Source: an optimization exercise on an open RTL-to-GDS flow (aim: a short achievable clock period and few clock cycles). Production flows keep margins and buffers that such runs may drop. RTL that was checked went through simulation tests only; none was proved equivalent to the original. Function not checked in runs 1 to 3: the RTL went through the layout flow alone. No activity file was given, so power comes from the tool's default toggle rates.

`design/flow/constraint.sdc`:
```
create_clock -name core_clock -period 8.0 [get_ports {clk}]
set_input_delay 1.6000 -clock core_clock [delete_from_list [all_inputs] [get_ports {clk}]]
set_output_delay 1.6000 -clock core_clock [all_outputs]
set_load 0.01 [all_outputs]
```
`design/flow/run.sh`:
```
#!/bin/bash
# synth_recipe.tcl (not shown) runs the flow's synth.tcl, then flattens the netlist and writes it again
# the make line also repeats each setting of config.mk as NAME=value (left out here)
make -C /OpenROAD-flow-scripts/flow DESIGN_CONFIG=/design/flow/config.mk WORK_HOME=/design/flow/orfs CLKGATE_MAP_FILE= SYNTH_SCRIPT=/design/flow/synth_recipe.tcl finish
```
`design/flow/config.mk`:
```
export PLATFORM = sky130hd
export DESIGN_NAME = single_cycle_mips
export DESIGN_NICKNAME = single_cycle_mips
export VERILOG_FILES = /design/flow/design.v
export SDC_FILE = /design/flow/constraint.sdc
export NUM_CORES = 8
export LEC_CHECK = 0
export CAP_MARGIN = 40
export CORE_MARGIN = 2
export CORE_UTILIZATION = 52
export SETUP_SLACK_MARGIN = 5
export SLEW_MARGIN = 40
export SYNTH_HIERARCHICAL = 1
export SYNTH_MINIMUM_KEEP_SIZE = 0
export TNS_END_PERCENT = 5
```
`design/flow/design.v`:
```
`default_nettype none
package mips_pkg;
	localparam int word_w      = 32;
	localparam int reg_addr_w  = 5;
	localparam int dmem_addr_w = 7;
	typedef logic [word_w-1:0]     word_t;
	typedef logic [reg_addr_w-1:0] reg_addr_t;
	localparam logic [5:0] op_special = 6'h00;
	localparam logic [5:0] op_j       = 6'h02;
	localparam logic [5:0] op_jal     = 6'h03;
	localparam logic [5:0] op_beq     = 6'h04;
	localparam logic [5:0] op_bne     = 6'h05;
	localparam logic [5:0] op_addi    = 6'h08;
	localparam logic [5:0] op_lw      = 6'h23;
	localparam logic [5:0] op_sw      = 6'h2b;
	localparam logic [5:0] fn_sll = 6'h00;
	localparam logic [5:0] fn_srl = 6'h02;
	localparam logic [5:0] fn_jr  = 6'h08;
	localparam logic [5:0] fn_add = 6'h20;
	localparam logic [5:0] fn_sub = 6'h22;
	localparam logic [5:0] fn_and = 6'h24;
	localparam logic [5:0] fn_or  = 6'h25;
	localparam logic [5:0] fn_slt = 6'h2a;
	typedef enum logic [2:0] {
		alu_add = 3'd0,
		alu_sub = 3'd1,
		alu_and = 3'd2,
		alu_or  = 3'd3,
		alu_slt = 3'd4,
		alu_sll = 3'd5,
		alu_srl = 3'd6
	} alu_op_t;
	typedef enum logic [1:0] {
		pc_seq    = 2'd0,  
		pc_branch = 2'd1,  
		pc_jump   = 2'd2,  
		pc_reg    = 2'd3   
	} pc_src_t;
	localparam word_t reset_pc = 32'h0000_0000;
	localparam reg_addr_t reg_ra = 5'd31;
endpackage
`default_nettype wire
`default_nettype none
import mips_pkg::*;
module instr_decoder (
	input  mips_pkg::word_t     ir,
	output mips_pkg::reg_addr_t rd,         
	output logic                reg_write,  
	output logic                use_imm,    
	output logic                mem_read,
	output logic                mem_write,
	output logic                branch_eq,
	output logic                branch_ne,
	output logic                jump,       
	output logic                link,       
	output logic                jump_reg,   
	output logic                use_rs,     
	output logic                use_rt,     
	output mips_pkg::alu_op_t   alu_op
);
	logic [5:0] opcode;
	logic [5:0] funct;
	logic       special;
	logic       wr;
	mips_pkg::reg_addr_t dst;
	assign opcode  = ir[31:26];
	assign funct   = ir[5:0];
	assign special = (opcode == op_special) && (ir != '0);
	always_comb begin
		wr        = 1'b0;
		use_imm   = 1'b0;
		mem_read  = 1'b0;
		mem_write = 1'b0;
		branch_eq = 1'b0;
		branch_ne = 1'b0;
		jump      = 1'b0;
		link      = 1'b0;
		jump_reg  = 1'b0;
		use_rs    = 1'b0;
		use_rt    = 1'b0;
		alu_op    = alu_add;
		dst       = ir[15:11];
		case (opcode)
			op_special: begin
				if (special) begin
					wr     = 1'b1;
					use_rs = 1'b1;
					use_rt = 1'b1;
					case (funct)
						fn_sll: begin alu_op = alu_sll; use_rs = 1'b0; end
						fn_srl: begin alu_op = alu_srl; use_rs = 1'b0; end
						fn_add: alu_op = alu_add;
						fn_sub: alu_op = alu_sub;
						fn_and: alu_op = alu_and;
						fn_or:  alu_op = alu_or;
						fn_slt: alu_op = alu_slt;
						fn_jr: begin
							wr       = 1'b0;
							jump_reg = 1'b1;
							use_rt   = 1'b0;
						end
						default: begin
							wr     = 1'b0;
							use_rs = 1'b0;
							use_rt = 1'b0;
						end
					endcase
				end
			end
			op_addi: begin
				wr      = 1'b1;
				use_rs  = 1'b1;
				use_imm = 1'b1;
				dst     = ir[20:16];
			end
			op_lw: begin
				wr       = 1'b1;
				use_rs   = 1'b1;
				mem_read = 1'b1;
				dst      = ir[20:16];
			end
			op_sw: begin
				mem_write = 1'b1;
				use_rs    = 1'b1;
				use_rt    = 1'b1;
			end
			op_beq: begin
				branch_eq = 1'b1;
				use_rs    = 1'b1;
				use_rt    = 1'b1;
			end
			op_bne: begin
				branch_ne = 1'b1;
				use_rs    = 1'b1;
				use_rt    = 1'b1;
			end
			op_j:   jump = 1'b1;
			op_jal: begin
				jump = 1'b1;
				link = 1'b1;
				wr   = 1'b1;
				dst  = reg_ra;
			end
			default: ;
		endcase
	end
	assign reg_write = wr && (dst != '0);
	assign rd        = reg_write ? dst : '0;
endmodule
`default_nettype wire
`default_nettype none
import mips_pkg::*;
module register_file (
	input  logic                clk,
	input  logic                rst_n,
	input  logic [31:1]         rs_sel,
	input  logic [31:1]         rt_sel,
	input  logic [31:1]         wr_sel,    
	input  mips_pkg::word_t     wr_data,
	output mips_pkg::word_t     rs_data,
	output mips_pkg::word_t     rt_data
);
	mips_pkg::word_t regs [0:31];  
	always_ff @(posedge clk or negedge rst_n) begin
		if (!rst_n) begin
			for (int i = 1; i < 32; i++) begin
				regs[i] <= '0;
			end
		end else begin
			for (int i = 1; i < 32; i++) begin
				if (wr_sel[i]) regs[i] <= wr_data;
			end
		end
	end
	always_comb begin
		rs_data = '0;
		rt_data = '0;
		for (int i = 1; i < 32; i++) begin
			rs_data = rs_data | ({word_w{rs_sel[i]}} & regs[i]);
			rt_data = rt_data | ({word_w{rt_sel[i]}} & regs[i]);
		end
	end
endmodule
module zero_flags (
	input  logic                clk,
	input  logic                rst_n,
	input  logic [31:1]         w_oh,      
	input  mips_pkg::word_t     w_val,
	input  logic                w_zk,
	input  logic                w_zf,
	output logic [31:1]         zk,        
	output logic [31:1]         zf
);
	logic [31:1] zflag;
	logic        w_zero;
	assign w_zero = (w_val == '0);
	always_comb begin
		for (int k = 1; k < 32; k++) begin
			zk[k] = w_oh[k] ? w_zk : 1'b1;
			zf[k] = w_oh[k] ? w_zf : zflag[k];
		end
	end
	always_ff @(posedge clk or negedge rst_n) begin
		if (!rst_n) begin
			zflag <= '1;
		end else begin
			for (int k = 1; k < 32; k++) begin
				if (w_oh[k]) zflag[k] <= w_zero;
			end
		end
	end
endmodule
module one_flags (
	input  logic                clk,
	input  logic                rst_n,
	input  logic [31:1]         w_oh,      
	input  mips_pkg::word_t     w_val,
	output logic [31:1]         one
);
	logic w_one;
	assign w_one = (w_val == 32'd1);
	always_ff @(posedge clk or negedge rst_n) begin
		if (!rst_n) begin
			one <= '0;
		end else begin
			for (int k = 1; k < 32; k++) begin
				if (w_oh[k]) one[k] <= w_one;
			end
		end
	end
endmodule
`default_nettype wire
`default_nettype none
import mips_pkg::*;
module ks_add #(
	parameter int W = 32
) (
	input  logic [W-1:0] a,
	input  logic [W-1:0] b,
	input  logic         cin,
	output logic [W-1:0] s,
	output logic         cout
);
	localparam int L = (W <= 2) ? 1 : (W <= 4) ? 2 : (W <= 8) ? 3 : (W <= 16) ? 4 : (W <= 32) ? 5 : 6;
	logic [W-1:0] g [0:L];
	logic [W-1:0] p [0:L];
	logic [W-1:0] c;    
	assign g[0] = a & b;
	assign p[0] = a ^ b;
	for (genvar l = 0; l < L; l++) begin : g_lvl
		for (genvar i = 0; i < W; i++) begin : g_bit
			if (i >= (1 << l)) begin : g_comb
				assign g[l+1][i] = g[l][i] | (p[l][i] & g[l][i-(1<<l)]);
				assign p[l+1][i] = p[l][i] & p[l][i-(1<<l)];
			end else begin : g_pass
				assign g[l+1][i] = g[l][i];
				assign p[l+1][i] = p[l][i];
			end
		end
	end
	assign c[0] = cin;
	for (genvar i = 1; i < W; i++) begin : g_c
		assign c[i] = g[L][i-1] | (p[L][i-1] & cin);
	end
	assign s    = p[0] ^ c;
	assign cout = g[L][W-1] | (p[L][W-1] & cin);
endmodule
module gp_node (
	input  logic g_hi,
	input  logic p_hi,
	input  logic g_lo,
	input  logic p_lo,
	output logic g,
	output logic p
);
	assign g = g_hi | (p_hi & g_lo);
	assign p = p_hi & p_lo;
endmodule
module ks_add_nodes #(
	parameter int W = 32
) (
	input  logic [W-1:0] a,
	input  logic [W-1:0] b,
	input  logic         cin,
	output logic [W-1:0] s
);
	localparam int L = (W <= 2) ? 1 : (W <= 4) ? 2 : (W <= 8) ? 3 : (W <= 16) ? 4 : (W <= 32) ? 5 : 6;
	logic [W-1:0] g [0:L];
	logic [W-1:0] p [0:L];
	logic [W-1:0] c;    
	assign g[0] = a & b;
	assign p[0] = a ^ b;
	for (genvar l = 0; l < L; l++) begin : g_lvl
		for (genvar i = 0; i < W; i++) begin : g_bit
			if (i >= (1 << l)) begin : g_comb
				gp_node u_n (
					.g_hi (g[l][i]), .p_hi (p[l][i]), .g_lo (g[l][i-(1<<l)]), .p_lo (p[l][i-(1<<l)]),
					.g (g[l+1][i]), .p (p[l+1][i])
				);
			end else begin : g_pass
				assign g[l+1][i] = g[l][i];
				assign p[l+1][i] = p[l][i];
			end
		end
	end
	assign c[0] = cin;
	for (genvar i = 1; i < W; i++) begin : g_c
		logic unused_p;
		gp_node u_c (.g_hi (g[L][i-1]), .p_hi (p[L][i-1]), .g_lo (cin), .p_lo (1'b1), .g (c[i]), .p (unused_p));
	end
	assign s = p[0] ^ c;
endmodule
module alu (
	input  mips_pkg::word_t   op_a,
	input  mips_pkg::word_t   op_b,
	input  mips_pkg::word_t   op_bx,      
	input  logic              sub,        
	input  logic [4:0]        shamt,
	input  logic [5:0]        sel,        
	input  logic              ld,         
	input  mips_pkg::word_t   ld_data,
	output mips_pkg::word_t   result
);
	mips_pkg::word_t sum;
	logic  cout;
	logic  lt;
	ks_add_nodes #(.W(word_w)) u_add (
		.a    (op_a),
		.b    (op_bx),
		.cin  (sub),
		.s    (sum)
	);
	assign cout = 1'b0;
	assign lt = (op_a[word_w-1] == op_b[word_w-1]) ? sum[word_w-1] : op_a[word_w-1];
	mips_pkg::word_t shl, shr;
	alu_shift u_shift (.b (op_b), .shamt (shamt), .shl (shl), .shr (shr));
	alu_mux u_mux (
		.sel (sel), .sum (sum), .a_and_b (op_a & op_b), .a_or_b (op_a | op_b),
		.lt (lt), .shl (shl), .shr (shr), .ld (ld), .ld_data (ld_data), .result (result)
	);
endmodule
module alu_shift (
	input  mips_pkg::word_t b,
	input  logic [4:0]      shamt,
	output mips_pkg::word_t shl,
	output mips_pkg::word_t shr
);
	assign shl = b << shamt;
	assign shr = b >> shamt;
endmodule
module alu_mux (
	input  logic [5:0]      sel,
	input  mips_pkg::word_t sum,
	input  mips_pkg::word_t a_and_b,
	input  mips_pkg::word_t a_or_b,
	input  logic            lt,
	input  mips_pkg::word_t shl,
	input  mips_pkg::word_t shr,
	input  logic            ld,
	input  mips_pkg::word_t ld_data,
	output mips_pkg::word_t result
);
	assign result = ({word_w{sel[0]}} & sum) |
	                ({word_w{sel[1]}} & a_and_b) |
	                ({word_w{sel[2]}} & a_or_b) |
	                ({word_w{sel[3]}} & {{(word_w-1){1'b0}}, lt}) |
	                ({word_w{sel[4]}} & shl) |
	                ({word_w{sel[5]}} & shr) |
	                ({word_w{ld}} & ld_data);
endmodule
module alu_sel (
	input  mips_pkg::alu_op_t alu_op,
	output logic [5:0]        sel,
	output logic              sub
);
	assign sel[0] = (alu_op == alu_add) || (alu_op == alu_sub);
	assign sel[1] = (alu_op == alu_and);
	assign sel[2] = (alu_op == alu_or);
	assign sel[3] = (alu_op == alu_slt);
	assign sel[4] = (alu_op == alu_sll);
	assign sel[5] = (alu_op == alu_srl);
	assign sub    = (alu_op == alu_sub) || (alu_op == alu_slt);
endmodule
`default_nettype wire
`default_nettype none
import mips_pkg::*;
module pc_unit (
	input  logic              clk,
	input  logic              rst_n,
	input  logic              x_redirect,
	input  mips_pkg::word_t   x_target,
	input  logic              d_redirect,
	input  mips_pkg::word_t   d_target,
	input  mips_pkg::word_t   f_next,
	output mips_pkg::word_t   pc
);
	always_ff @(posedge clk or negedge rst_n) begin
		if (!rst_n) begin
			pc <= reset_pc;
		end else if (x_redirect) begin
			pc <= x_target;
		end else if (d_redirect) begin
			pc <= d_target;
		end else begin
			pc <= f_next;
		end
	end
endmodule
`default_nettype wire
`default_nettype none
import mips_pkg::*;
module single_cycle_mips (
	input  logic                                clk,
	input  logic                                rst_n,
	output mips_pkg::word_t                     ir_addr,
	input  mips_pkg::word_t                     ir,
	input  mips_pkg::word_t                     read_data_mem,
	output logic                                cen,
	output logic                                wen,
	output logic                                oen,
	output logic [mips_pkg::dmem_addr_w-1:0]    a,
	output mips_pkg::word_t                     data_to_mem
);
	mips_pkg::word_t pc;
	mips_pkg::word_t ra_pred;              
	logic            d_v;
	mips_pkg::word_t d_ir;
	mips_pkg::word_t d_pc;
	logic            d_pred;               
	mips_pkg::word_t d_jrpred;             
	mips_pkg::word_t d_pc4;                
	mips_pkg::word_t d_bt;                 
	logic [31:1]     d_rs_oh, d_rt_oh;     
	logic            d_bx_rs, d_bx_rt;     
	logic            d_bw_rs, d_bw_rt;     
	logic            d_dec1;               
	mips_pkg::reg_addr_t d_rd;             
	logic                x_v;
	mips_pkg::reg_addr_t x_rd;             
	logic [5:0]          x_sel;            
	logic                x_sub;
	mips_pkg::word_t     x_a, x_b;         
	mips_pkg::word_t     x_bx;             
	mips_pkg::word_t     w_valn;           
	logic                x_fa, x_fb;       
	logic [4:0]          x_sh;
	logic                x_load, x_isadd;
	logic                x_beq, x_bne, x_pred, x_jr;
	mips_pkg::word_t     x_alt;            
	logic                x_one;            
	mips_pkg::word_t     x_jrpred;
	logic [mips_pkg::dmem_addr_w-1:0] x_addr;
	mips_pkg::word_t     x_wdata;
	logic                x_cen, x_wen, x_oen;
	mips_pkg::reg_addr_t w_rd;
	logic [31:1]         w_oh;             
	mips_pkg::word_t     w_val;
	logic            x_redirect, d_redirect;
	mips_pkg::word_t x_target, d_target;
	mips_pkg::word_t pc4, f_bt, f_next;
	logic [5:0]      f_op;
	logic            f_j, f_jal, f_jr, f_br, f_pred;
	logic            unused_c4;
	ks_add #(.W(word_w)) u_pc4 (.a (pc), .b (32'd4), .cin (1'b0), .s (pc4), .cout (unused_c4));
	logic [13:0] pc_hp1, pc_hm1;
	logic [15:0] f_bt_lo;
	logic        f_bt_c, unused_chp, unused_chm;
	ks_add #(.W(14)) u_hp1 (.a (pc[31:18]), .b (14'd1),      .cin (1'b0), .s (pc_hp1), .cout (unused_chp));
	ks_add #(.W(14)) u_hm1 (.a (pc[31:18]), .b ({14{1'b1}}), .cin (1'b0), .s (pc_hm1), .cout (unused_chm));
	ks_add #(.W(16)) u_fbt (.a (pc[17:2]), .b (ir[15:0]), .cin (1'b1), .s (f_bt_lo), .cout (f_bt_c));
	assign f_bt = {ir[15] ? (f_bt_c ? pc[31:18] : pc_hm1) : (f_bt_c ? pc_hp1 : pc[31:18]),
	               f_bt_lo, pc[1:0]};
	assign f_op   = ir[31:26];
	assign f_j    = (f_op == op_j) || (f_op == op_jal);
	assign f_jal  = (f_op == op_jal);
	assign f_jr   = (f_op == op_special) && (ir[5:0] == fn_jr);
	assign f_br   = (f_op == op_beq) || (f_op == op_bne);
	logic f_cd, f_cd_zero;
	assign f_pred = f_br && (f_cd ? (f_op == op_beq) == f_cd_zero : ir[15]);
	always_comb begin
		if (f_j)         f_next = {pc[31:28], ir[25:0], 2'b00};
		else if (f_jr)   f_next = ra_pred;
		else if (f_pred) f_next = f_bt;
		else             f_next = pc4;
	end
	pc_unit u_pc (
		.clk (clk), .rst_n (rst_n),
		.x_redirect (x_redirect), .x_target (x_target),
		.d_redirect (d_redirect), .d_target (d_target),
		.f_next (d_stall ? pc : f_next), .pc (pc)
	);
	assign ir_addr = pc;
	always_ff @(posedge clk or negedge rst_n) begin
		if (!rst_n) begin
			ra_pred <= '0;
		end else if (f_jal) begin
			ra_pred <= pc4;
		end
	end
	mips_pkg::reg_addr_t f_rd;
	logic f_wr, f_imm, f_load, f_store, f_beq, f_bne, f_jump, f_link, f_jrx, f_urs, f_urt;
	mips_pkg::alu_op_t f_aop;
	instr_decoder u_fdec (
		.ir (ir), .rd (f_rd), .reg_write (f_wr), .use_imm (f_imm),
		.mem_read (f_load), .mem_write (f_store), .branch_eq (f_beq),
		.branch_ne (f_bne), .jump (f_jump), .link (f_link), .jump_reg (f_jrx),
		.use_rs (f_urs), .use_rt (f_urt), .alu_op (f_aop)
	);
	logic [31:1] f_rs_oh, f_rt_oh;
	always_comb begin
		for (int i = 1; i < 32; i++) begin
			f_rs_oh[i] = (ir[25:21] == 5'(i));
			f_rt_oh[i] = (ir[20:16] == 5'(i));
		end
	end
	always_ff @(posedge clk or negedge rst_n) begin
		if (!rst_n) begin
			d_v      <= 1'b0;
			d_ir     <= '0;
			d_pc     <= '0;
			d_pred   <= 1'b0;
			d_jrpred <= '0;
			d_pc4    <= '0;
			d_bt     <= '0;
			d_rs_oh  <= '0;
			d_rt_oh  <= '0;
			d_bx_rs  <= 1'b0;
			d_bx_rt  <= 1'b0;
			d_bw_rs  <= 1'b0;
			d_bw_rt  <= 1'b0;
			d_dec1   <= 1'b0;
			d_rd     <= '0;
		end else if (d_stall) begin
			d_v      <= d_v && !x_redirect;
			d_bx_rs  <= 1'b0;
			d_bx_rt  <= 1'b0;
			d_bw_rs  <= (e_rd != '0) && (e_rd == rs);
			d_bw_rt  <= (e_rd != '0) && (e_rd == rt);
		end else begin
			d_bx_rs  <= d_v && (dd_rd != '0) && (dd_rd == ir[25:21]);
			d_bx_rt  <= d_v && (dd_rd != '0) && (dd_rd == ir[20:16]);
			d_bw_rs  <= (e_rd != '0) && (e_rd == ir[25:21]);
			d_bw_rt  <= (e_rd != '0) && (e_rd == ir[20:16]);
			d_v      <= !x_redirect && !d_redirect;
			d_ir     <= ir;
			d_pc     <= pc;
			d_pred   <= f_pred;
			d_jrpred <= ra_pred;
			d_pc4    <= pc4;
			d_bt     <= f_bt;
			d_rs_oh  <= f_rs_oh;
			d_rt_oh  <= f_rt_oh;
			d_dec1   <= (ir[31:26] == op_addi) && (ir[15:0] == 16'hffff) && (ir[20:16] != '0);
			d_rd     <= f_rd;
		end
	end
	mips_pkg::reg_addr_t dd_rd;
	logic dd_wr, dd_imm, dd_load, dd_store, dd_beq, dd_bne, dd_jump, dd_link, dd_jr, dd_urs, dd_urt;
	mips_pkg::alu_op_t dd_op;
	instr_decoder u_dec (
		.ir (d_ir), .rd (dd_rd), .reg_write (dd_wr), .use_imm (dd_imm),
		.mem_read (dd_load), .mem_write (dd_store), .branch_eq (dd_beq),
		.branch_ne (dd_bne), .jump (dd_jump), .link (dd_link), .jump_reg (dd_jr),
		.use_rs (dd_urs), .use_rt (dd_urt), .alu_op (dd_op)
	);
	mips_pkg::word_t     alu_res;
	mips_pkg::reg_addr_t rs, rt, e_rd;
	mips_pkg::word_t     rf_rs0, rf_rt0, rf_rs, rf_rt, imm, wb;
	assign rs  = d_ir[25:21];
	assign rt  = d_ir[20:16];
	assign imm = {{16{d_ir[15]}}, d_ir[15:0]};
	assign e_rd = x_v ? x_rd : '0;
	register_file u_regs (
		.clk (clk), .rst_n (rst_n),
		.rs_sel (d_rs_oh), .rt_sel (d_rt_oh),
		.wr_sel (w_oh), .wr_data (w_val),
		.rs_data (rf_rs0), .rt_data (rf_rt0)
	);
	assign rf_rs = d_bw_rs ? w_val : rf_rs0;
	assign rf_rt = d_bw_rt ? w_val : rf_rt0;
	mips_pkg::word_t a_eff, b_eff, bx_eff;
	assign a_eff  = x_fa ? w_val : x_a;
	assign b_eff  = x_fb ? w_val : x_b;
	assign bx_eff = x_fb ? (x_sub ? w_valn : w_val) : x_bx;
	logic x_sumzero, rdm_zero, w_zk, w_zf;
	function automatic logic sumzero(input logic [word_w-1:0] p, input logic [word_w-1:0] q);
		sumzero = ((p ^ q) == {p[word_w-2:0] | q[word_w-2:0], 1'b0});
	endfunction
	logic sz_00, sz_01, sz_10, sz_11;
	assign sz_00 = sumzero(x_a, x_b);
	assign sz_01 = sumzero(x_a, w_val);
	assign sz_10 = sumzero(w_val, x_b);
	assign sz_11 = sumzero(w_val, w_val);
	assign x_sumzero = x_fa ? (x_fb ? sz_11 : sz_10) : (x_fb ? sz_01 : sz_00);
	assign rdm_zero  = (read_data_mem == '0);
	logic [31:1] zf_old, zk_old, one_f;
	one_flags u_of (.clk (clk), .rst_n (rst_n), .w_oh (w_oh), .w_val (w_val), .one (one_f));
	logic d_cd, f_zc;
	assign d_cd      = d_v && d_dec1 && !d_bx_rs && ((d_rs_oh & w_oh) == '0);
	assign f_zc      = (ir[20:16] == '0) ? (ir[25:21] == d_rd) : ((ir[25:21] == '0) && (ir[20:16] == d_rd));
	assign f_cd      = d_cd && f_zc;
	assign f_cd_zero = (d_rs_oh & one_f) != '0;
	zero_flags u_zf (
		.clk (clk), .rst_n (rst_n), .w_oh (w_oh), .w_val (w_val), .w_zk (w_zk), .w_zf (w_zf),
		.zk (zk_old), .zf (zf_old)
	);
	logic rs0_z, rt0_z, zk_rs, zf_rs, zk_rt, zf_rt;
	assign rs0_z = (d_rs_oh == '0);
	assign rt0_z = (d_rt_oh == '0);
	assign zk_rs = ((d_rs_oh & ~zk_old) == '0);
	assign zf_rs = rs0_z || ((d_rs_oh & zf_old) != '0);
	assign zk_rt = ((d_rt_oh & ~zk_old) == '0);
	assign zf_rt = rt0_z || ((d_rt_oh & zf_old) != '0);
	logic x_zero, x_zknown, byp_rs, byp_rt;
	assign x_zero   = x_load ? rdm_zero : x_sumzero;
	assign x_zknown = x_load || x_isadd;
	assign byp_rs   = d_bx_rs && x_v;
	assign byp_rt   = d_bx_rt && x_v;
	logic d_br, d_skip, d_same, d_early, d_zero, d_taken, d_unres;
	logic k_rs, k_rt, z_rs, z_rt;
	assign d_br    = dd_beq || dd_bne;
	assign d_skip  = (d_ir[15:0] == '0);      
	assign d_same  = (rs == rt);
	assign k_rs    = byp_rs ? x_isadd : zk_rs;
	assign k_rt    = byp_rt ? x_isadd : zk_rt;
	assign z_rs    = byp_rs ? x_sumzero : zf_rs;
	assign z_rt    = byp_rt ? x_sumzero : zf_rt;
	assign d_early = d_same || (k_rs && k_rt && (z_rs || z_rt));
	assign d_zero  = d_same || (z_rs && z_rt);   
	assign d_taken = dd_beq ? d_zero : !d_zero;
	assign d_unres = d_br && !d_skip && !d_early;
	assign d_redirect = d_v && !x_skip1 && d_br && !d_skip && d_early && (d_taken != d_pred);
	assign d_target   = d_taken ? d_bt : d_pc4;
	logic [8:0] addr_rf, addr_as, addr_ld, addr_lg, d_addr, cs_s, cs_c, x_lg;
	logic       unused_c1, unused_c2, unused_c3, unused_c5;
	logic [8:0] addr_r0, addr_w;
	logic       unused_c6;
	ks_add_nodes #(.W(9)) u_addr_r0  (.a (rf_rs0[8:0]), .b (d_ir[8:0]), .cin (1'b0), .s (addr_r0));
	assign unused_c1 = 1'b0;
	ks_add_nodes #(.W(9)) u_addr_w   (.a (w_val[8:0]),  .b (d_ir[8:0]), .cin (1'b0), .s (addr_w));
	assign unused_c6 = 1'b0;
	assign addr_rf = d_bw_rs ? addr_w : addr_r0;
	assign cs_s = a_eff[8:0] ^ bx_eff[8:0] ^ d_ir[8:0];
	assign cs_c = {(a_eff[7:0] & bx_eff[7:0]) | (a_eff[7:0] & d_ir[7:0]) | (bx_eff[7:0] & d_ir[7:0]), x_sub};
	ks_add_nodes #(.W(9)) u_addr_as  (.a (cs_s), .b (cs_c), .cin (1'b0), .s (addr_as));
	assign unused_c2 = 1'b0;
	ks_add_nodes #(.W(9)) u_addr_ld  (.a (read_data_mem[8:0]), .b (d_ir[8:0]), .cin (1'b0), .s (addr_ld));
	assign unused_c3 = 1'b0;
	assign x_lg = x_sel[1] ? (a_eff[8:0] & b_eff[8:0]) : (a_eff[8:0] | b_eff[8:0]);
	ks_add_nodes #(.W(9)) u_addr_lg  (.a (x_lg), .b (d_ir[8:0]), .cin (1'b0), .s (addr_lg));
	assign unused_c5 = 1'b0;
	always_comb begin
		if (!byp_rs)        d_addr = addr_rf;
		else if (x_load)    d_addr = addr_ld;
		else if (x_sel[0])  d_addr = addr_as;
		else                d_addr = addr_lg;
	end
	logic d_stall, stall_r, stall_next, f_mem;
	assign d_stall = d_v && stall_r;
	assign f_mem   = (ir[31:26] == op_lw) || (ir[31:26] == op_sw);
	assign stall_next = !d_stall && f_mem && (ir[25:21] != '0) && (ir[25:21] == dd_rd) &&
	                    (d_sel[3] || d_sel[4] || d_sel[5]);
	always_ff @(posedge clk or negedge rst_n) begin
		if (!rst_n) begin
			stall_r <= 1'b0;
		end else begin
			stall_r <= stall_next;
		end
	end
	logic [5:0]      d_sel;
	logic            d_sub;
	mips_pkg::word_t d_b;
	alu_sel u_alu_sel (.alu_op (dd_op), .sel (d_sel), .sub (d_sub));
	assign d_b = dd_imm ? imm : (dd_link ? '0 : rf_rt);
	logic dx;    
	assign dx = d_v && !x_redirect && !x_skip1 && !d_stall;
	always_ff @(posedge clk or negedge rst_n) begin
		if (!rst_n) begin
			x_v <= 1'b0; x_rd <= '0; x_sel <= '0; x_sub <= 1'b0; x_a <= '0; x_b <= '0; x_bx <= '0; x_sh <= '0;
			x_fa <= 1'b0; x_fb <= 1'b0;
			x_load <= 1'b0; x_isadd <= 1'b0;
			x_beq <= 1'b0; x_bne <= 1'b0; x_pred <= 1'b0; x_jr <= 1'b0;
			x_alt <= '0; x_jrpred <= '0; x_one <= 1'b0;
			x_addr <= '0; x_wdata <= '0;
			x_cen <= 1'b1; x_wen <= 1'b1; x_oen <= 1'b1;
		end else begin
			x_v      <= dx;
			x_rd     <= dd_rd;
			x_sel    <= dd_load ? 6'd0 : d_sel;
			x_sub    <= d_sub;
			x_a      <= dd_link ? d_pc4 : rf_rs;
			x_b      <= d_b;
			x_bx     <= d_sub ? ~d_b : d_b;
			x_fa     <= byp_rs && !dd_link;
			x_fb     <= byp_rt && !dd_imm && !dd_link;
			x_sh     <= d_ir[10:6];
			x_load   <= dd_load;
			x_isadd  <= (dd_op == alu_add) && !dd_load;
			x_beq    <= dd_beq && d_unres;
			x_bne    <= dd_bne && d_unres;
			x_pred   <= d_pred;
			x_one    <= (d_ir[15:0] == 16'd1);
			x_jr     <= dd_jr;
			x_alt    <= d_pred ? d_pc4 : d_bt;
			x_jrpred <= d_jrpred;
			x_addr   <= d_addr[8:2];
			x_wdata  <= byp_rt ? wb : rf_rt;    
			x_cen    <= !(dx && (dd_load || dd_store));
			x_wen    <= !(dx && dd_store);
			x_oen    <= !(dx && dd_load);
		end
	end
	alu u_alu (.op_a (a_eff), .op_b (b_eff), .op_bx (bx_eff), .sub (x_sub), .shamt (x_sh), .sel (x_sel),
	           .ld (x_load), .ld_data (read_data_mem), .result (alu_res));
	assign wb = alu_res;
	logic x_eq, x_taken;
	logic eq00, eq01, eq10, jr_nf, jr_f;
	assign eq00       = (x_a == x_b);
	assign eq01       = (x_a == w_val);
	assign eq10       = (w_val == x_b);
	assign x_eq       = x_fa ? (x_fb ? 1'b1 : eq10) : (x_fb ? eq01 : eq00);
	assign jr_nf      = (x_a != x_jrpred);
	assign jr_f       = (w_val != x_jrpred);
	assign x_taken    = (x_beq && x_eq) || (x_bne && !x_eq);
	logic x_mis, x_skip1;
	assign x_mis      = x_v && (x_beq || x_bne) && (x_taken != x_pred);
	assign x_skip1    = x_mis && x_taken && x_one && (pc == x_alt);
	assign x_redirect = (x_mis && !x_skip1) || (x_v && x_jr && (x_fa ? jr_f : jr_nf));
	assign x_target   = x_jr ? a_eff : x_alt;
	always_ff @(posedge clk or negedge rst_n) begin
		if (!rst_n) begin
			w_rd   <= '0;
			w_val  <= '0;
			w_valn <= '1;
			w_zk   <= 1'b1;
			w_zf   <= 1'b1;
			w_oh   <= '0;
		end else begin
			w_zk   <= x_zknown;
			w_zf   <= x_zero;
			for (int k = 1; k < 32; k++) w_oh[k] <= (e_rd == 5'(k));
			w_rd   <= e_rd;
			w_val  <= wb;
			w_valn <= ~wb;
		end
	end
	assign a           = x_addr;
	assign data_to_mem = x_wdata;
	assign cen         = !rst_n || x_cen;
	assign wen         = !rst_n || x_wen;
	assign oen         = !rst_n || x_oen;
endmodule
`default_nettype wire
```
==> run_results.csv, run 1 <==
group,metric,value,unit
synthesis,syn_area_per_cell,10.7,um^2
sta,min_period_over_period,51.4,%
pwr,sw_frac_of_total,33.8,%
global_route,track_usage,46.1,%
critical_path,cp.arrival,4.78,ns
clock_network,cts.reportedPaths.clkPinSlew,0.06,ns
critical_path,reg2reg_from,"d_rt_oh[8]",
sta,rsz0062_at_grt,"yes",
drt,drc,0,
pwr,switching_power,0.00862,W
clock_network,numCtsBuffers,182,
floorplanning,die_height,437,um
sta,min_period,4.11,ns
pwr,power_density,228,nW/um^2
pwr,intPower,0.0169,W
sta,worst_slew_pin_slew,0.955,ns
clock_network,worstSkewPairLatency,0.89,ns
sta,fin_tns_setup,0,ns
finish,drive_gt1_share,26.0,%
floorplanning,rows,158,
global_route,grt_pass1_vias,82600,
placement,port_buffers,139,
finish,fill_cells,15700,
floorplanning,coreArea,186000,um^2
clock_network,cts_tree,"yes",
critical_path,startpoint_type,"flop",
global_route,overflow,0,
sta,fmax,0.243,GHz
drt,drt_iter0_markers,13200,
clock_network,cts-hold-fix-buffers,0,
pwr,ir_drop,0.238,mV
critical_path,required,8.67,ns
finish,largest_register_ff_count,992,
critical_path,worstSetupPathType,"reg2reg",
drt,via_count,85600,
clock_network,cts.path.max_buffers,3,
global_route,antenna_found_initial,34,
critical_path,path_max_fanout,24,
pwr,p_total,0.0255,W
critical_path,cp-startpoint,"d_rt_oh[8]",
floorplanning,start_util,52.4,%
placement,dp_hpwl,288,mm
drt,totalWireLength,453,mm
finish,multi_input_area,53400,um^2
pwr,p_leak,52.8,nW
drt,drt-vias-per-instance,7.14,
clock_network,cts-root-buf,"clkbuf_16",
clock_network,htree_levels,4,
sta,setup_viol,0,
global_route,grt_max_degree,151,
critical_path,end_kind,"flop",
finish,synthToLayoutAreaGrowth,14.9,%
drt,ant_nets,0,
finish,mostFrequentLayoutCell,"dfrtp_1",
sta,slew_violations,0,
finish,mostFrequentLayoutCells,"dfrtp_1 (1462), mux2_2 (1129), a22oi_1 (901), nand2_1 (672), a21o_1 (338)",
drt,wl_per_cell,37.8,um
floorplanning,fp.dieArea,191000,um^2
synthesis,yosysWarnings,32,
pwr,clock_power_share,34.5,%
finish,fin_nets,9653,
sta,slew_headroom,34.5,%
pwr,comb_power_share,26.6,%
floorplanning,io_pins,140,
global_route,grt_pass1_wl,629,mm
pwr,seqPwrFrac,38.9,%
drt,drt-pass1-iter-count,13,
floorplanning,die_x,437,um
worst_hold_path,hold_path_class,"reg2reg",
outcome,outcome,"finished clean",
synthesis,synthCells,9140,
finish,largest_register,"u_regs.regs",
sta,hold_viol,0,
clock_network,cts_sinks,1647,
synthesis,syn_area,97400,um^2
finish,seq_area,41500,um^2
sta,skew,0.0823,ns
worst_hold_path,hold_start,"d_jrpred[8]",
placement,gp_congestion,1.03,
run,cap_violations,0,
area by class of cell:
class	instances	share of cell area, %
antenna	23	0.0514
inverter	343	1.15
clock buffer	275	4.86
timing repair buffer	568	5.61
tap	2480	2.77
multi-input combinational	6591	47.7
clock inverter	59	0.731
sequential	1647	37.1
critical path: stages (launching register included):
cell	delay [ns]
dfrtp_2	0.68
buf_4	0.45
a221oi_2	0.37
nand3_1	0.16
or4_1	0.89
mux2i_2	0.74
o21ai_0	0.34
xor2_1	0.23
timing repair:
item                                    CTS  global route
buffers inserted                        115            19
cloned                                   30             7
pin swaps                                25            21
resized for setup                       281            50
endpoints found under the setup margin  430           608
stage by stage:
step / utilization (%) / hold WS [ns] / area (um^2) / worst slack [ns] / cells
3_3_place_gp: 54.7 / 0.358 / 102000 / 2.53 / 11400
6_report: 60.2 / 0.373 / 112000 / 3.89 / 12000
3_5_place_dp: 54.8 / 0.358 / 102000 / 2.49 / 11500
5_1_grt: 60.2 / 0.384 / 112000 / 3.76 / 12000
2_1_floorplan: - / 0.352 / 97900 / 4.02 / 9247
4_1_cts: 59.8 / 0.373 / 111000 / 4.13 / 11900
layer usage:
metal | up-vias | routed length (um) | track usage [%]
li1 | 34300 | - | -
met1 | 43100 | 171000 | 59.9
met2 | 6518 | 183000 | 63.9
met3 | 1600 | 62900 | 18.1
met4 | 22 | 35400 | 29.1
met5 | - | 230 | 0.0756
worst paths after layout:
kind | slack, ns | depth (start not counted) | endpoint
setup / recovery | 3.89 | 7 | x_bx[21]
hold / removal | 0.37 | 0 | x_jrpred[8]
setup reg to reg | 3.89 | 7 | x_bx[21]
hold reg to reg | 0.37 | 0 | x_jrpred[8]
max in group asynchronous | 5.01 | 5 | ra_pred[13]
min in group asynchronous | 0.77 | 1 | w_val[20]
power by group through the flow:
stage	Sequential (W)	Clock (W)	Combinational, W
after floorplan	0.00972	0	0.00419
after global placement	0.0100	0	0.00599
after detailed placement	0.0100	0	0.00606
after CTS	0.00989	0.00883	0.00642
after global routing	0.00998	0.00918	0.00725
final	0.00991	0.00881	0.00678
==> run 2: changes to the inputs <==
--- a/design/flow/config.mk
+++ b/design/flow/config.mk
@@ -13,3 +13,3 @@
 export SYNTH_HIERARCHICAL = 1
 export SYNTH_MINIMUM_KEEP_SIZE = 0
-export TNS_END_PERCENT = 5
+export TNS_END_PERCENT = 0
==> run 2 against run 1 <==
Effect of this change: global-route usage shrank 0.15 points; clock skew is 0.013 ns higher; design area is 0.63% higher; utilization up 0.38 points; wire length up 1.1%; critical path type unchanged; worst hold slack is essentially flat; total power is 0.34% lower; still clean; register-to-register slack worse by 0.08 ns; synthesized cell count stayed put; combinational power up 0.7%.
==> run_results.csv, run 2 <==
group,metric,value,unit
drt,drt-pass1-iter-count,14,
drt,wl_per_cell,38.0,um
sta,setup_viol,0,
clock_network,numCtsBuffers,181,
critical_path,startpoint_type,"flop",
clock_network,cts.path.max_buffers,3,
clock_network,cts_sinks,1647,
drt,wl_met3,67.7,mm
pwr,ir_drop,0.206,mV
drt,totalWireLength,458,mm
floorplanning,die_x,437,um
critical_path,worstSetupPathType,"reg2reg",
critical_path,cp-endpoint,"x_bx[22]",
finish,drive_gt1_share,26.7,%
critical_path,reg2reg_from,"d_rt_oh[2]",
pwr,switching_power,0.00866,W
sta,rsz0062_at_grt,"yes",
run,cap_violations,0,
sta,fin_tns_setup,0,ns
clock_network,cts-hold-fix-buffers,0,
worst_hold_path,hold_path_class,"reg2reg",
pwr,intPower,0.0168,W
drt,via_count,86300,
floorplanning,start_util,52.4,%
finish,mostFrequentLayoutCell,"dfrtp_1",
drt,met1_length,170,mm
pwr,sw_frac_of_total,34.1,%
floorplanning,fp.dieArea,191000,um^2
critical_path,end_kind,"flop",
finish,synthToLayoutAreaGrowth,15.6,%
clock_network,cts_tree,"yes",
critical_path,required,8.71,ns
synthesis,synthCells,9140,
global_route,antenna_found_initial,37,
pwr,p_leak,53.1,nW
pwr,p_total,0.0254,W
drt,highest_layer,"met5",
critical_path,cp.arrival,4.91,ns
global_route,grt_pass1_wl,625,mm
drt,drc,0,
critical_path,path_max_fanout,26,
pwr,clock_power_share,34.2,%
sta,min_period_over_period,52.5,%
critical_path,r2r-end,"x_bx[22]",
pwr,comb_power_share,26.9,%
global_route,grt_pass1_vias,82000,
floorplanning,rows,158,
placement,port_buffers,139,
drt,drt_iter0_markers,14700,
synthesis,yosysWarnings,32,
sta,slew_headroom,37.0,%
drt,ant_nets,0,
placement,gp_congestion,1.04,
outcome,outcome,"finished clean",
pwr,power_density,226,nW/um^2
finish,fill_cells,15500,
drt,wl_met2,182,mm
global_route,grt_max_degree,146,
sta,fmax,0.238,GHz
synthesis,syn_area,97400,um^2
sta,min_period,4.20,ns
sta,skew,0.0954,ns
drt,drt-vias-per-instance,7.17,
critical_path,rrSetupSlack,3.80,ns
pwr,seqPwrFrac,38.9,%
clock_network,worstSkewPairLatency,0.89,ns
critical_path,cp-startpoint,"d_rt_oh[2]",
finish,largest_register_ff_count,992,
critical_path,reg2reg_depth,8,
placement,dp_hpwl,289,mm
finish,largest_register,"u_regs.regs",
floorplanning,io_pins,140,
finish,fin_nets,9714,
clock_network,htree_levels,4,
finish,mostFrequentLayoutCells,"dfrtp_1 (1458), mux2_2 (1133), a22oi_1 (899), nand2_1 (667), a21o_1 (339)",
sta,worst_slew_pin_slew,0.918,ns
sta,slew_violations,0,
floorplanning,coreArea,186000,um^2
sta,hold_viol,0,
floorplanning,die_height,437,um
synthesis,syn_area_per_cell,10.7,um^2
clock_network,cts.reportedPaths.clkPinSlew,0.07,ns
clock_network,cts-root-buf,"clkbuf_16",
global_route,track_usage,46.0,%
global_route,overflow,0,
-- run 2: layout make-up --
cell class	count	area, um^2	share of cell area (%)
clock inverters	57	707	0.627
flip-flops and latches	1647	41600	36.9
well taps	2480	3100	2.75
inverters	343	1290	1.15
repair buffers	629	7010	6.22
multi-input cells	6592	53500	47.5
diodes	16	40.0	0.0355
clock buffers	278	5390	4.78
-- run 2: worst min-delay path by stage --
stage | cells past startpoint | end | from
detailed placement | 0 | x_jrpred[3] | d_jrpred[3]
global route | 0 | x_jrpred[13] | d_jrpred[13]
finish | 0 | x_jrpred[3] | d_jrpred[3]
global placement | 0 | x_jrpred[5] | d_jrpred[5]
CTS | 0 | x_jrpred[22] | d_jrpred[22]
floorplan | 0 | x_pred | d_pred
-- run 2: power groups by stage --
stage | sequential (W) | combinational (W) | clock [W]
final | 0.00989 | 0.00683 | 0.00869
after global placement | 0.0100 | 0.00600 | 0
after CTS | 0.00987 | 0.00641 | 0.00870
after detailed placement | 0.0100 | 0.00610 | 0
after global routing | 0.00995 | 0.00725 | 0.00906
after floorplan | 0.00972 | 0.00418 | 0
-- run 2: worst max-delay path, stage by stage, from the launching register on --
cell      delay, ns
dfrtp_2        0.64
buf_4          0.40
a22o_1         0.32
a221oi_2       0.20
nand3_1        0.23
or4_1          0.83
mux2i_2        0.79
o21ai_0        0.30
xor2_1         0.21
-- run 2: metal layers --
layer | global-route usage, % | vias to the layer above
met1 | 59.5 | 43300
met3 | 19.8 | 1825
li1 | - | 34400
met4 | 28.1 | 38
met5 | 1.92 | -
met2 | 62.8 | 6666
-- run 2: timing repair --
item                       CTS  global route
resized for setup          303           113
pin swaps                   25            23
setup endpoints to repair  686           835
setup buffers              136            64
hold endpoints to repair     0             0
gates cloned                21            20
-- run 2: per-stage QoR --
stage                     util, %  hold slack (ns)  instance area [um^2]  setup slack [ns]  cells
after global placement       54.6            0.358                101000              2.51  11400
after CTS                    59.7            0.372                111000              4.07  11900
final                        60.6            0.373                113000              3.80  12000
after detailed placement     54.8            0.360                102000              2.44  11400
after floorplan                 -            0.352                 97900              4.02   9247
after global routing         60.6            0.380                113000              3.88  12000
==> run 3: changes to the inputs <==
--- a/design/flow/config.mk
+++ b/design/flow/config.mk
@@ -13,3 +13,3 @@
 export SYNTH_HIERARCHICAL = 1
 export SYNTH_MINIMUM_KEEP_SIZE = 0
-export TNS_END_PERCENT = 0
+export TNS_END_PERCENT = 100
==> run 3 against run 2 <==
Effect of this change: still clean; clock power barely moved; utilization rose by 4.3 points; register-to-register slack improved by 0.16 ns; combinational power rose by 19%; worst hold slack got worse by 0.0071 ns; non-clock buffer count rose by 395; flip-flop and latch count did not move; sequential power fell by 0.9%; global-route usage rose by 2.6 points; highest routed layer unchanged.
==> run_results.csv, run 3 <==
group,metric,value,unit
worst_hold_path,holdPathEnd,"x_jrpred[2]",
finish,mostFrequentLayoutCell,"dfrtp_1",
sta,min_period_over_period,50.5,%
drt,drt_iter0_markers,15100,
critical_path,reg2reg_depth,19,
sta,setup_viol,0,
placement,port_buffers,139,
worst_hold_path,hold_depth,0,
run,cap_violations,0,
finish,largest_register_ff_count,992,
floorplanning,coreArea,186000,um^2
sta,fin_tns_setup,0,ns
floorplanning,fp.dieArea,191000,um^2
clock_network,cts.reportedPaths.clkPinSlew,0.06,ns
critical_path,cp_slowest_cell,"dfstp_4",
clock_network,cts-root-buf,"clkbuf_16",
critical_path,path_max_fanout,8,
floorplanning,rows,158,
drt,drc,0,
critical_path,reg2reg_from,"w_zf",
finish,synthToLayoutAreaGrowth,23.9,%
clock_network,numCtsBuffers,181,
critical_path,worstSetupPathType,"reg2reg",
pwr,p_leak,56.4,nW
placement,gp_congestion,1.06,
synthesis,syn_area,97400,um^2
critical_path,critical_path.top_delay_family,"buffers and inverters",
finish,largest_register,"u_regs.regs",
sta,slew_violations,0,
finish,fill_cells,14800,
floorplanning,start_util,52.4,%
floorplanning,io_pins,140,
finish,fin_nets,10100,
synthesis,syn_area_per_cell,10.7,um^2
outcome,outcome,"finished clean",
critical_path,crit_buf_inv,6,
clock_network,cts_tree,"yes",
placement,post-place-cells,11400,
critical_path,startpoint_type,"flop",
placement,dp_hpwl,294,mm
synthesis,synthCells,9140,
clock_network,cts.path.max_buffers,3,
finish,seq_area,41700,um^2
critical_path,required,8.74,ns
sta,min_period,4.04,ns
drt,ant_nets,0,
global_route,track_usage,48.6,%
sta,hold_viol,0,
worst_hold_path,hold_path_class,"reg2reg",
finish,multi_input_area,56600,um^2
floorplanning,die_height,437,um
global_route,grt_pass1_vias,85100,
clock_network,cts-hold-fix-buffers,0,
sta,rsz0062_at_grt,"yes",
critical_path,rrSetupSlack,3.96,ns
critical_path,crit_chain,"clkbuf_16, nand2_1, nand2_2, a22o_1, a221oi_2, nand4_1, nor4_4, buf_6, nor4_2, mux2i_1, o211ai_1, clkbuf_16, xor2_4, nor4b_4, buf_6, buf_12, buf_12, mux2i_1, o21ai_1",
global_route,grt_max_degree,168,
sta,worst_slew_pin_slew,1.03,ns
drt,drt-pass1-iter-count,10,
clock_network,cts_sinks,1647,
sta,timing.hold.ws,0.366,ns
clock_network,worstSkewPairLatency,0.89,ns
drt,drt-vias-per-instance,7.20,
sta,slew_headroom,31.4,%
critical_path,r2r-end,"u_pc.pc[14]",
clock_network,htree_levels,4,
global_route,overflow,0,
critical_path,slowest_delay,0.52,ns
placement,place_area,102000,um^2
synthesis,yosysWarnings,32,
floorplanning,die_x,437,um
sta,skew,0.0572,ns
critical_path,end_kind,"flop",
global_route,grt_pass1_wl,657,mm
finish,final_cell_count_no_fill,12500,
drt,wl_per_cell,39.0,um
pwr,power_density,221,nW/um^2
finish,design_area,121000,um^2
finish,fin_util,65.0,%
critical_path,cp.arrival,4.78,ns
global_route,antenna_found_initial,35,
drt,via_count,89700,
pwr,ir_drop,0.244,mV
sta,fmax,0.248,GHz
finish,mostFrequentLayoutCells,"dfrtp_1 (1394), mux2_2 (1100), a22oi_1 (859), nand2_1 (650), buf_4 (486)",
drt,totalWireLength,486,mm
worst_hold_path,hold_start,"d_jrpred[2]",
finish,drive_gt1_share,36.3,%
-- run 3: area by class of cell --
type,count,share of cell area [%]
timing repair buffer,1024,9.78
clock inverter,62,0.558
tap,2480,2.57
inverter,343,1.10
antenna,25,0.0518
clock buffer,275,4.48
sequential,1647,34.5
multi-input combinational,6596,46.9
-- run 3: worst max path at each step --
stage / depth (start not counted) / from / end / slack, ns
5_1_grt: 19 / w_zf / u_pc.pc[14] / 3.93
2_1_floorplan: 15 / ir[2] / u_pc.pc[30] / 4.02
3_5_place_dp: 13 / ir[24] / u_pc.pc[31] / 2.72
3_3_place_gp: 15 / ir[0] / u_pc.pc[31] / 2.45
6_report: 19 / w_zf / u_pc.pc[14] / 3.96
4_1_cts: 16 / w_val[24] / u_pc.pc[14] / 4.16
-- run 3: through the flow --
stage                     setup WS (ns)  power, W
after CTS                          4.16    0.0258
final                              3.96    0.0266
after detailed placement           2.72    0.0162
after global routing               3.93    0.0275
after global placement             2.45    0.0161
after floorplan                    4.02    0.0140
-- run 3: report_power, final --
part | leakage, nW | switching (W) | internal [W]
clock network | 3.00 | 0.00377 | 0.00491
logic | 31.5 | 0.00474 | 0.00342
registers | 21.9 | 0.000707 | 0.00909
-- run 3: routing by layer --
metal | GRT usage [%] | routed length [um] | vias up
li1 | - | - | 35300
met1 | 62.6 | 178000 | 45300
met2 | 66.1 | 192000 | 7137
met3 | 20.1 | 72200 | 1947
met4 | 32.3 | 42500 | 40
met5 | 2.07 | 967 | -
-- run 3: repair_timing --
action	in CTS	in global routing
cloned	47	22
pin swaps	171	155
gates resized for setup	1356	487
setup buffers	419	158
endpoints found under the setup margin	615	825
==> run 4: changes to the inputs <==
--- a/design/flow/design.v
+++ b/design/flow/design.v
@@ -617,15 +617,10 @@
 	assign byp_rs   = d_bx_rs && x_v;
 	assign byp_rt   = d_bx_rt && x_v;
-	logic d_br, d_skip, d_same, d_early, d_zero, d_taken, d_unres;
-	logic k_rs, k_rt, z_rs, z_rt;
+	logic d_br, d_skip, d_zc, d_early, d_zero, d_taken, d_unres;
 	assign d_br    = dd_beq || dd_bne;
 	assign d_skip  = (d_ir[15:0] == '0);      
-	assign d_same  = (rs == rt);
-	assign k_rs    = byp_rs ? x_isadd : zk_rs;
-	assign k_rt    = byp_rt ? x_isadd : zk_rt;
-	assign z_rs    = byp_rs ? x_sumzero : zf_rs;
-	assign z_rt    = byp_rt ? x_sumzero : zf_rt;
-	assign d_early = d_same || (k_rs && k_rt && (z_rs || z_rt));
-	assign d_zero  = d_same || (z_rs && z_rt);   
+	assign d_zc    = (rs == '0) || (rt == '0);
+	assign d_early = d_zc && (byp_rs ? x_isadd : zk_rs) && (byp_rt ? x_isadd : zk_rt);
+	assign d_zero  = (byp_rs ? x_sumzero : zf_rs) && (byp_rt ? x_sumzero : zf_rt);
 	assign d_taken = dd_beq ? d_zero : !d_zero;
 	assign d_unres = d_br && !d_skip && !d_early;
--- a/design/flow/config.mk
+++ b/design/flow/config.mk
@@ -9,7 +9,8 @@
 export CORE_MARGIN = 2
 export CORE_UTILIZATION = 52
+export GPL_ROUTABILITY_DRIVEN = 0
 export SETUP_SLACK_MARGIN = 5
 export SLEW_MARGIN = 40
 export SYNTH_HIERARCHICAL = 1
 export SYNTH_MINIMUM_KEEP_SIZE = 0
-export TNS_END_PERCENT = 100
+export TNS_END_PERCENT = 5
==> run 4 against run 3 <==
Effect of this change: register-to-register slack gained 0.14 ns; fmax grew 3.6%; worst setup slack gained 0.14 ns; global-route usage decreased by 5.8 points; flip-flop and latch count is the same; clock power about the same; critical path type unchanged; highest routed layer unchanged; design area down 4.8%; total power decreased by 4.7%; worst hold slack improved by 0.0058 ns.
==> run_results.csv, run 4 <==
group,metric,value,unit
outcome,outcome,"finished clean",
clock_network,cts_sinks,1647,
clock_network,cts_tree,"yes",
critical_path,required,8.63,ns
drt,wl_per_cell,36.0,um
floorplanning,start_util,52.4,%
sta,timing.hold.ws,0.372,ns
critical_path,path_max_fanout,8,
worst_hold_path,hold_path_class,"reg2reg",
placement,post-place-cells,11300,
pwr,power_density,221,nW/um^2
critical_path,worstSetupPathType,"reg2reg",
pwr,ir_drop,0.202,mV
clock_network,cts-root-buf,"clkbuf_16",
placement,dp_hpwl,267,mm
critical_path,startpoint_type,"flop",
finish,mostFrequentLayoutCell,"dfrtp_1",
drt,totalWireLength,434,mm
finish,mostFrequentLayoutCells,"dfrtp_1 (1454), mux2_2 (1143), a22oi_1 (899), nand2_1 (664), buf_4 (342)",
finish,largest_register,"u_regs.regs",
synthesis,syn_area,97100,um^2
synthesis,yosysWarnings,32,
sta,min_period_over_period,48.7,%
synthesis,synthCells,9068,
critical_path,end_kind,"flop",
sta,fmax,0.256,GHz
clock_network,numCtsBuffers,180,
global_route,antenna_found_initial,27,
drt,drt-vias-per-instance,7.12,
sta,hold_viol,0,
global_route,track_usage,42.8,%
critical_path,cp.arrival,4.53,ns
floorplanning,fp.dieArea,190000,um^2
pwr,p_total,0.0254,W
global_route,grt_pass1_vias,81800,
floorplanning,die_height,436,um
finish,largest_register_ff_count,992,
sta,min_period,3.90,ns
floorplanning,die_x,436,um
finish,drive_gt1_share,30.2,%
sta,worst_slew_pin_slew,0.943,ns
sta,rsz0062_at_grt,"yes",
pwr,p_leak,53.4,nW
global_route,grt_pass1_wl,592,mm
sta,skew,0.0507,ns
drt,via_count,85800,
drt,drt-pass1-iter-count,13,
run,cap_violations,0,
floorplanning,io_pins,140,
drt,drc,0,
floorplanning,coreArea,185000,um^2
sta,setup_viol,0,
clock_network,cts.path.max_buffers,3,
global_route,overflow,0,
drt,ant_nets,0,
clock_network,htree_levels,4,
sta,fin_tns_setup,0,ns
clock_network,cts.reportedPaths.clkPinSlew,0.06,ns
finish,synthToLayoutAreaGrowth,18.3,%
drt,drt_iter0_markers,13700,
finish,fin_nets,9724,
sta,slew_headroom,35.4,%
finish,final_cell_count_no_fill,12000,
global_route,grt_max_degree,182,
clock_network,worstSkewPairLatency,0.86,ns
placement,port_buffers,139,
synthesis,syn_area_per_cell,10.7,um^2
sta,slew_violations,0,
floorplanning,rows,158,
## run 4: cell types whose count changed in the layout (fill, tap and decap cells not counted), sizes merged, moves of 10 or more
cell / delta
buf: -385
clkdlybuf4s50: +96
a21oi: -51
a21o: -31
a221oi: +28
bufbuf: -24
o22ai: +20
xor2: -19
dlymetal6s2s: -17
o21ai: -15
a22oi: +13
xnor2: +12
nand2: -10
## run 4: layout make-up
| class | instances | area (um^2) |
|---|---|---|
| Antenna cell | 16 | 40.0 |
| Clock buffer | 264 | 5370 |
| Clock inverter | 64 | 692 |
| Fill cell | 15000 | 70600 |
| Inverter | 343 | 1310 |
| Multi-Input combinational cell | 6526 | 54600 |
| Sequential cell | 1647 | 41600 |
| Tap cell | 2480 | 3100 |
| Timing Repair Buffer | 705 | 8200 |
| Timing Repair inverter | 1 | 6.26 |
## run 4: power by group
group	internal (W)	switching, W	total, W	leakage (nW)
combinational	0.00266	0.00402	0.00668	28.4
sequential	0.00907	0.000981	0.0101	22.0
clock	0.00498	0.00368	0.00865	2.99
## run 4: layer usage
layer	GRT usage [%]	part of all wire, %	up-vias
met4	27.9	9.2	17
met3	14.8	14	1864
met1	55.5	36	43000
li1	-	-	34400
met2	60.4	41	6502
met5	0.706	0.15	-
## run 4: per-stage QoR
stage                     instance area [um^2]  setup WS (ns)  utilization, %
final                                   115000           4.10            61.9
after global routing                    115000           4.12            61.9
after CTS                               111000           4.19            60.1
after detailed placement                101000           2.34            54.6
after global placement                  101000           2.37            54.5
after floorplan                          97600           3.72               -
## run 4: critical path, cell delays in order (launching register included)
cell,delay [ns]
dfrtp_4,0.57
buf_12,0.19
buf_12,0.13
buf_4,0.14
mux2_4,0.33
buf_8,0.15
buf_6,0.13
mux4_2,0.53
o21ai_0,0.35
o221ai_1,0.18
a22oi_1,0.37
nand3_1,0.29
nor2_1,0.17
a21oi_1,0.13
## run 4: path summary, 6_finish.rpt
kind | slack [ns] | from | to | cells after the start
max | 4.10 | x_fb | x_wdata[10] | 13
max reg2reg | 4.10 | x_fb | x_wdata[10] | 13
min reg2reg | 0.37 | d_jrpred[26] | x_jrpred[26] | 0
max in group asynchronous | 4.54 | rst_n | d_rt_oh[18] | 6
min in group asynchronous | 0.69 | rst_n | u_regs.regs[29][5] | 1
min | 0.37 | d_jrpred[26] | x_jrpred[26] | 0
## run 4: timing repair
action | in CTS | in global routing
cloned | 25 | 28
setup buffers | 164 | 133
resized for setup | 499 | 353
pin swaps | 65 | 100
setup endpoints to repair | 950 | 939
hold buffers | 0 | 0
Testbench counts of run 4, summed over its fixed seeds: cycles 84,597.
==> run 5: changes to the inputs <==
--- a/design/flow/config.mk
+++ b/design/flow/config.mk
@@ -9,5 +9,4 @@
 export CORE_MARGIN = 2
 export CORE_UTILIZATION = 52
-export GPL_ROUTABILITY_DRIVEN = 0
 export SETUP_SLACK_MARGIN = 5
 export SLEW_MARGIN = 40
==> run 5 against run 4 <==
Effect of this change: still clean on timing, DRC and antenna; wire length grew 4.0%; largest power group unchanged; design area grew 0.39%; largest cell class unchanged; worst hold slack lost 0.011 ns; worst setup slack lost 0.040 ns; flip-flop and latch count is the same; via count shrank 0.14%; critical path depth shrank 6; final cell count grew 0.17%.
==> run_results.csv, run 5 <==
group,metric,value,unit
outcome,outcome,"finished clean",
finish,final_cell_count_no_fill,12100,
sta,fmax,0.254,GHz
synthesis,yosysWarnings,32,
finish,mostFrequentLayoutCell,"dfrtp_1",
global_route,met1_usage,58.0,%
placement,post-place-cells,11300,
drt,wl_per_cell,37.4,um
clock_network,cts-root-buf,"clkbuf_16",
worst_hold_path,hold_path_class,"reg2reg",
pwr,p_leak,53.7,nW
finish,largest_register_ff_count,992,
drt,drt_iter0_markers,13000,
floorplanning,die_height,436,um
finish,fin_nets,9738,
global_route,grt_pass1_vias,82500,
floorplanning,io_pins,140,
pwr,ir_drop,0.220,mV
finish,largest_register,"u_regs.regs",
finish,drive_gt1_share,30.2,%
floorplanning,die_x,436,um
finish,fin_util,62.2,%
finish,design_area,115000,um^2
sta,setup_viol,0,
sta,min_period_over_period,49.2,%
pwr,power_density,220,nW/um^2
worst_hold_path,hold_start,"d_jrpred[22]",
placement,gp_congestion,1.02,
clock_network,cts_tree,"yes",
sta,rsz0062_at_grt,"yes",
global_route,overflow,0,
synthesis,synthCells,9068,
drt,drt-vias-per-instance,7.10,
drt,via_count,85600,
critical_path,startpoint_type,"flop",
critical_path,cp.arrival,4.63,ns
placement,place_area,101000,um^2
sta,skew,0.0563,ns
global_route,met3_usage,15.2,%
drt,drt-pass1-iter-count,11,
critical_path,path_max_fanout,24,
floorplanning,coreArea,185000,um^2
sta,fin_tns_setup,0,ns
clock_network,cts_sinks,1647,
clock_network,cts.path.max_buffers,3,
sta,worst_slew_pin_slew,0.975,ns
floorplanning,start_util,52.4,%
critical_path,required,8.69,ns
drt,drc,0,
sta,slew_violations,0,
synthesis,syn_area,97100,um^2
synthesis,syn_area_per_cell,10.7,um^2
finish,mostFrequentLayoutCells,"dfrtp_1 (1443), mux2_2 (1141), a22oi_1 (904), nand2_1 (660), buf_4 (358)",
sta,slew_headroom,35.0,%
global_route,grt_max_degree,164,
clock_network,worstSkewPairLatency,0.88,ns
floorplanning,fp.dieArea,190000,um^2
global_route,track_usage,44.8,%
sta,hold_viol,0,
run,cap_violations,0,
critical_path,cp-startpoint,"d_rt_oh[17]",
critical_path,worstSetupPathType,"reg2reg",
clock_network,cts.reportedPaths.clkPinSlew,0.06,ns
global_route,grt_busiest_layer,"met2",
placement,port_buffers,139,
clock_network,htree_levels,4,
placement,dp_hpwl,274,mm
finish,synthToLayoutAreaGrowth,18.8,%
global_route,grt_pass1_wl,614,mm
global_route,antenna_found_initial,31,
sta,min_period,3.94,ns
critical_path,end_kind,"flop",
floorplanning,rows,158,
critical_path,reg2reg_from,"d_rt_oh[17]",
global_route,use_met2,63.6,%
drt,totalWireLength,451,mm
clock_network,numCtsBuffers,181,
drt,ant_nets,0,
-- run 5: where the power goes --
| group | switching [W] | internal [W] | leakage (nW) | total (W) |
|---|---|---|---|---|
| combinational | 0.00404 | 0.00269 | 28.8 | 0.00673 |
| sequential | 0.000956 | 0.00907 | 22.0 | 0.0100 |
| clock | 0.00373 | 0.00488 | 2.96 | 0.00861 |
-- run 5: path summary, 6_finish.rpt --
kind                                        to  slack (ns)  depth (start not counted)
min in group asynchronous  u_regs.regs[25][16]        0.67                          1
max reg2reg                           x_bx[24]        4.06                          7
min reg2reg                       x_jrpred[22]        0.36                          0
max in group asynchronous   u_regs.regs[1][23]        4.53                          7
min                               x_jrpred[22]        0.36                          0
max                                   x_bx[24]        4.06                          7
-- run 5: per-layer routing --
metal | wire [um] | up-vias
met5 | 115 | -
met4 | 40800 | 18
met3 | 59800 | 1734
met2 | 185000 | 6433
met1 | 166000 | 43000
li1 | - | 34500
-- run 5: worst max-delay path: stages (launching register included) --
cell	delay (ns)
dfrtp_1	0.67
buf_4	0.43
a22oi_1	0.22
nand3_1	0.29
or4_1	0.84
mux2i_1	0.74
o21ai_0	0.34
xor2_1	0.23
-- run 5: metrics by stage --
| stage | hold slack (ns) | setup slack, ns | total power (W) |
|---|---|---|---|
| 2_1_floorplan | 0.352 | 3.72 | 0.0137 |
| 3_3_place_gp | 0.359 | 2.22 | 0.0158 |
| 3_5_place_dp | 0.360 | 2.14 | 0.0159 |
| 4_1_cts | 0.366 | 4.20 | 0.0248 |
| 5_1_grt | 0.380 | 4.10 | 0.0262 |
| 6_report | 0.361 | 4.06 | 0.0254 |
-- run 5: cell type report --
cell class	count	area, um^2
timing repair buffer	718	8670
sequential	1647	41600
multi-input combinational	6526	54500
clock inverter	59	669
inverter	343	1350
clock buffer	275	5380
tap	2480	3100
timing repair inverter	1	8.76
antenna	18	45.0
fill	15300	70100
-- run 5: timing repair --
action,CTS,global route
buffers inserted,172,118
hold buffers,0,0
resized for setup,502,335
cloned,42,36
pin swaps,53,103
setup endpoints to repair,672,986
==> run 6: changes to the inputs <==
--- a/design/flow/config.mk
+++ b/design/flow/config.mk
@@ -9,4 +9,5 @@
 export CORE_MARGIN = 2
 export CORE_UTILIZATION = 52
+export PLACE_DENSITY = 0.7
 export SETUP_SLACK_MARGIN = 5
 export SLEW_MARGIN = 40
==> run 6 against run 5 <==
Effect of this change: first-iteration DRC count up 17%; via count grew 1.0%; clock-buffer cell count shrank 3; still clean; fmax shrank 0.48%; register-to-register slack worse by 0.02 ns; die area did not move; critical endpoint is now u_pc.pc[2].
==> run_results.csv, run 6 <==
group,metric,value,unit
outcome,outcome,"finished clean",
critical_path,end_kind,"flop",
sta,worst_slew_pin_slew,1.01,ns
critical_path,required,8.69,ns
placement,place_area,102000,um^2
sta,timing.hold.ws,0.368,ns
sta,min_period,3.96,ns
clock_network,cts_tree,"yes",
floorplanning,die_height,436,um
floorplanning,die_x,436,um
finish,fin_nets,9705,
pwr,ir_drop,0.216,mV
critical_path,worstSetupPathType,"reg2reg",
clock_network,cts.reportedPaths.clkPinSlew,0.06,ns
pwr,p_leak,53.1,nW
drt,via_count,86500,
synthesis,synthCells,9068,
floorplanning,coreArea,185000,um^2
sta,fin_tns_setup,0,ns
drt,wl_per_cell,36.1,um
worst_hold_path,hold_depth,0,
drt,drt_iter0_markers,15100,
critical_path,rrSetupSlack,4.04,ns
sta,slew_violations,0,
worst_hold_path,holdPathEnd,"x_jrpred[26]",
sta,min_period_over_period,49.5,%
sta,skew,0.0377,ns
clock_network,worstSkewPairLatency,0.85,ns
clock_network,cts_sinks,1647,
finish,largest_register,"u_regs.regs",
global_route,overflow,0,
clock_network,numCtsBuffers,176,
critical_path,cp_slowest_cell,"dfrtp_2",
finish,drive_gt1_share,29.5,%
critical_path,crit_chain,"buf_4, buf_4, a22oi_1, nand2_1, nor3_4, o2111ai_2, buf_4, nand2_4, a211oi_4, buf_6, buf_12, buf_16, mux2i_4, o22ai_2, mux2i_1, o21ai_1",
critical_path,crit_buf_inv,6,
critical_path,critical_path.top_delay_family,"buffers and inverters",
global_route,grt_max_degree,152,
clock_network,cts-root-buf,"clkbuf_16",
drt,drt-vias-per-instance,7.19,
finish,largest_register_ff_count,992,
sta,hold_viol,0,
critical_path,timing.critical_path.mode_cell,"buf_4",
critical_path,reg2reg_depth,16,
placement,gp_congestion,1.12,
global_route,grt_pass1_wl,599,mm
placement,port_buffers,139,
sta,setup_viol,0,
floorplanning,fp.dieArea,190000,um^2
drt,ant_nets,0,
finish,mostFrequentLayoutCells,"dfrtp_1 (1477), mux2_2 (1143), a22oi_1 (898), nand2_1 (663), buf_4 (346)",
floorplanning,io_pins,140,
global_route,antenna_found_initial,38,
clock_network,cts.path.max_buffers,3,
worst_hold_path,hold_path_class,"reg2reg",
drt,drt-pass1-iter-count,13,
critical_path,startpoint_type,"flop",
clock_network,cts-hold-fix-buffers,0,
critical_path,reg2reg_from,"w_oh[4]",
sta,slew_headroom,32.6,%
drt,drc,0,
pwr,power_density,217,nW/um^2
global_route,grt_pass1_vias,82100,
global_route,track_usage,43.4,%
floorplanning,rows,158,
floorplanning,start_util,52.4,%
critical_path,cp.arrival,4.65,ns
finish,synthToLayoutAreaGrowth,17.6,%
run,cap_violations,0,
clock_network,htree_levels,4,
sta,rsz0062_at_grt,"yes",
finish,mostFrequentLayoutCell,"dfrtp_1",
critical_path,slowest_delay,0.80,ns
placement,dp_hpwl,281,mm
critical_path,path_max_fanout,16,
worst_hold_path,hold_start,"d_jrpred[26]",
synthesis,syn_area_per_cell,10.7,um^2
finish,design_area,114000,um^2
synthesis,yosysWarnings,32,
sta,fmax,0.253,GHz
drt,totalWireLength,435,mm
synthesis,syn_area,97100,um^2
critical_path,r2r-end,"u_pc.pc[2]",
==> run 6: stage by stage <==
step                cells  total power, W  setup slack (ns)  util, %
finish              12000          0.0248              4.04     61.5
global route        12000          0.0256              4.00     61.5
CTS                 11900          0.0243              4.08     59.8
detailed placement  11400          0.0159              2.45     54.8
global placement    11400          0.0158              2.43     54.7
floorplan            9175          0.0137              3.72        -
==> run 6: metal layers <==
metal	part of all wire (%)	wire length (um)	track usage (%)
met5	0.26	1150	2.57
met1	35	154000	54.6
met3	15	63800	18.2
met2	40	175000	59.8
met4	9.4	40700	29.9
==> run 6: how the worst max path moves through the flow <==
stage	cells after the start	endpoint	from
after detailed placement	12	u_pc.pc[11]	ir[17]
after global routing	17	u_pc.pc[7]	ir[19]
final	16	u_pc.pc[2]	w_oh[4]
after CTS	13	x_addr[6]	d_rs_oh[7]
after floorplan	11	u_pc.pc[12]	ir[16]
after global placement	12	u_pc.pc[14]	ir[17]
==> run 6: layout make-up <==
cell class	count	area, um^2
flip-flops and latches	1647	41500
multi-input cells	6520	54500
clock inverters	56	603
clock buffers	272	5250
well taps	2480	3100
diodes	18	45.0
fillers	14900	71300
repair buffers	697	7870
inverters	343	1300
==> run 6: report_power, final <==
part | switching (W) | total (W) | internal, W
Combinational | 0.00382 | 0.00638 | 0.00255
Clock | 0.00362 | 0.00841 | 0.00479
Sequential | 0.000937 | 0.0100 | 0.00907
Total | 0.00838 | 0.0248 | 0.0164
==> run 6: timing repair <==
item | CTS | global route
buffers inserted | 144 | 95
endpoints found under the setup margin | 970 | 939
pin swaps | 102 | 100
cloned | 18 | 26
hold endpoints to repair | 0 | 0
resized for setup | 398 | 397

Re-timed with assumed drivers on the ports (clkbuf_16 on the clock, buf_2 on other inputs), run 6 has 3.926 ns of setup slack against 4.043 ns with ideal ports, and 3.199 ns once port delays also move by the mid clock arrival of 0.929 ns.
